Source: an optimization exercise on an open RTL-to-GDS flow (aim: a short achievable clock period and few clock cycles per item). Production flows keep margins and buffers that such runs may drop.
The RTL was checked by simulation tests, not by an equivalence proof against the original design.
Power figures rest on the tool's default switching activity, not on a simulated workload.

==> run Z: inputs <==
Design disparity_to_point_cloud, start of the top module:
module disparity_to_point_cloud #(
    parameter int MAX_WIDTH  = 4096,
    parameter int MAX_HEIGHT = 4096
) (
    input  logic                i_clk,
    input  logic                i_rst_n,
    input  logic                i_valid,
    output logic                o_ready,
    input  logic [40:0]         i_pix,
    output logic                o_valid,
    input  logic                i_ready,
    output logic [146:0]        o_pt,
    input  logic                i_cfg_valid,
    output logic                o_cfg_ready,
    input  logic [2:0]          i_cfg_index,
    input  logic [15:0]         i_cfg_data
);
Settings: LEC_CHECK=0, CAP_MARGIN=20, CORE_MARGIN=2, CORE_UTILIZATION=55, SLEW_MARGIN=20; clock period 10.0 ns.
standard.sh (not shown) runs the stock make flow with config.mk's settings and CLKGATE_MAP_FILE= SYNTH_SCRIPT=/design/flow/synth_recipe.tcl, a recipe that flattens the netlist after the stock synthesis.
==> flow/flow/run.sh <==
#!/bin/bash
# Own flow: the standard layout (standard.sh, unchanged synthesis and
# steps) with a larger setup repair margin, so that repair_timing keeps
# working on paths well inside the 10 ns clock. The SDC is the design's.
set -euo pipefail
bash standard.sh SETUP_SLACK_MARGIN=6.6 finish > flow_standard.log 2>&1
==> run C: changes against run Z <==
--- a/flow/design.v
+++ b/flow/design.v
@@ -270,15 +270,15 @@
         assign s_f[(k+1)*9 +: 9]     = f_q;
         assign s_pay[(k+1)*PW +: PW] = pay_q;
         assign s_st[(k+1)*144 +: 144] = st_q;
     end
     logic [8:0]    f_last;
     logic [143:0]  st_last;
     logic [PW-1:0] pay_last;
-    logic [146:0]  item, r_skid;
+    logic [146:0]  item, r_skid, r_head;
     logic [24:0]   r_pcnt, cnt_inc;
     logic          push, pv, fd, busy, head_free, r_sv, ov_n, sv_n;
     assign f_last   = s_f[NS*9 +: 9];
     assign st_last  = s_st[NS*144 +: 144];
     assign pay_last = s_pay[NS*PW +: PW];
     assign busy     = a_v || m1_v || m2_v || (s_v[NS:1] != '0);
     assign o_idle   = run && !busy;
@@ -306,15 +306,16 @@
         end else begin
             o_valid <= ov_n;
             r_sv    <= sv_n;
             run     <= !(ov_n && sv_n);
             if (run) ph <= !ph;
             if (push) r_pcnt <= fd ? 25'd0 : cnt_inc;
         end
-        if (head_free) o_pt <= r_sv ? r_skid : item;
+        o_pt   <= head_free ? (r_sv ? r_skid : item) : r_head;
+        r_head <= head_free ? (r_sv ? r_skid : item) : o_pt;
         if (push && (r_sv || !head_free)) r_skid <= item;
     end
 endmodule
 module disparity_to_point_cloud #(
     parameter int MAX_WIDTH  = 4096,
     parameter int MAX_HEIGHT = 4096
 ) (
Settings changed: TNS_END_PERCENT set to 10.
==> qor summary <==
Result of the run: run C finished clean; run Z finished clean
Number of enable flip-flop cells after synthesis: run C 2,273; run Z 2,420
Final wirelength: run C 778,000 um; run Z 803,000 um
Worst setup path startpoint: run C u_back.g_div[2].st_q[30]; run Z u_back.g_div[5].d_q[2]
Mean post-synth cell area: run C 10.7 um^2; run Z 10.8 um^2
Initial standard-cell utilization of the core: run C 0.551; run Z 0.552
Post-synthesis share of cell area spent on full adders, half adders and majority gates: run C 0.107; run Z 0.109
Reg2reg setup slack: run C 6.19 ns; run Z 6.24 ns
Wire length on met3: run C 59,000 um; run Z 70,300 um
Worst-case vdd ir drop: run C 0.000228 V; run Z 0.000243 V
Multi-input combinational area share: run C 0.516; run Z 0.514
Switching fraction of total power: run C 0.441; run Z 0.447
Multi-input gates: run C 15,500; run Z 15,200
Testbench counts of run Z, summed over its fixed seeds: cycles 9,894, items 1,972.
Testbench counts of run C, summed over its fixed seeds: cycles 9,894, items 1,972.

==> inputs of v10 <==
disparity_to_point_cloud with an RTL version that a note above also has.
==> flow/design.v (excerpt) <==
module disparity_to_point_cloud #(
    parameter int MAX_WIDTH  = 4096,
    parameter int MAX_HEIGHT = 4096
) (
    input  logic                i_clk,
    input  logic                i_rst_n,
    input  logic                i_valid,
    output logic                o_ready,
    input  logic [40:0]         i_pix,
    output logic                o_valid,
    input  logic                i_ready,
    output logic [146:0]        o_pt,
    input  logic                i_cfg_valid,
    output logic                o_cfg_ready,
    input  logic [2:0]          i_cfg_index,
    input  logic [15:0]         i_cfg_data
);
Settings: LEC_CHECK=0, CAP_MARGIN=20, CORE_MARGIN=2, CORE_UTILIZATION=55, SLEW_MARGIN=20; clock period 10.0 ns.
Scripts as last shown in full above: flow/flow/run.sh
==> v21 (differences from v10) <==
--- a/flow/flow/run.sh
+++ b/flow/flow/run.sh
@@ -4,3 +4,3 @@
 # working on paths well inside the 10 ns clock. The SDC is the design's.
 set -euo pipefail
-bash standard.sh SETUP_SLACK_MARGIN=6.6 finish > flow_standard.log 2>&1
+bash standard.sh SETUP_SLACK_MARGIN=6.35 finish > flow_standard.log 2>&1
==> results by group <==
Run status
  – Status: finished clean

GRT
  – First-pass GRT wire length: roughly 1100000 um
  – GRT Util Overall: a little under two fifths
  – Met2 Usage GRT: 58.80%

Layout
  – Commonest cells after routing, fill and taps aside: edfxtp_1, ha_1, nor2_1, nand2_1, a21oi_1
  – FF+latch area: 88390 um^2
  – Final nets: approximately 24000

Power
  – Int Power: between 50 and 60 mW
  – Sequential Power Share: approximately 24%

Detailed routing
  – Met3 wire length: roughly 64000 um

Worst setup path
  – CP Cell Sequence: inv_4 > ha_4 > fa_2 > nor2b_2 > o31a_1 > o41a_1 > o2bb2ai_2 > o41a_1 > nand4_1 > a32oi_4 > buf_12 > buf_16 > buf_12 > buf_4 > a21oi_4 > mux2i_1
the above is filed under v10

==> results by group <==
Run status
  – Status: finished clean

GRT
  – GRT Util Overall: between 30% and 40%
  – Met2 Usage GRT: 57.25%
  – First-pass GRT wire length: between 1000000 and 1500000 um

Synth
  – Synth Area in Compound Gates: 15.75%

Layout
  – Commonest cells after routing, fill and taps aside: edfxtp_1, ha_1, nor2_1, a21oi_1, nand2_1
  – Final nets: 23300

Power
  – Int Power: about 53 mW
  – Sequential Power Share: roughly a quarter

Detailed routing
  – Met3 wire length: roughly 57000 um

Worst setup path
  – FF-to-FF setup slack: ~6.2 ns
  – CP Cell Sequence: buf_12 > clkinvlp_4 > buf_12 > ha_4 > o21a_1 > o31a_1 > o31ai_4 > a21oi_2 > a221o_1 > o31a_1 > a41oi_4 > buf_12 > and2_4 > a311oi_4 > o221a_2
the above is filed under v21

Testbench counts of v10, summed over its fixed seeds: cycles 9,894, items 1,972.
Testbench counts of v21, summed over its fixed seeds: cycles 9,894, items 1,972.

==> what the ideal ports hide <==
No port has a modelled driver above. Below, the same layouts with a new extraction and two added sets of constraints.
Step 1 (the two cells are an assumption about what drives the block):
set clk [get_ports {i_clk}]
set_driving_cell -lib_cell sky130_fd_sc_hd__clkbuf_16 $clk
set_driving_cell -lib_cell sky130_fd_sc_hd__buf_2 [delete_from_list [all_inputs] $clk]
Step 2 also shifts input and output timing later by t, the mid clock arrival at the registers, as if the neighbouring blocks saw the same clock.
a / b / c = ideal ports / drivers / drivers and shift; a / b = the first two.
run	t, ns	setup WS [ns]	worst setup path after step 2
run Z	1.091	6.242 / 6.242 / 5.685	input to register
run C	1.086	6.187 / 6.163 / 5.715	input to register
v10	1.075	6.197 / 6.197 / 5.721	input to register
v21	1.069	6.156 / 6.156 / 5.504	input to register
After both steps setup and hold are still met in every run listed. For v21, which loses most, drivers alone change the setup slack by 0.000 ns; drivers and shift together by -0.652 ns.
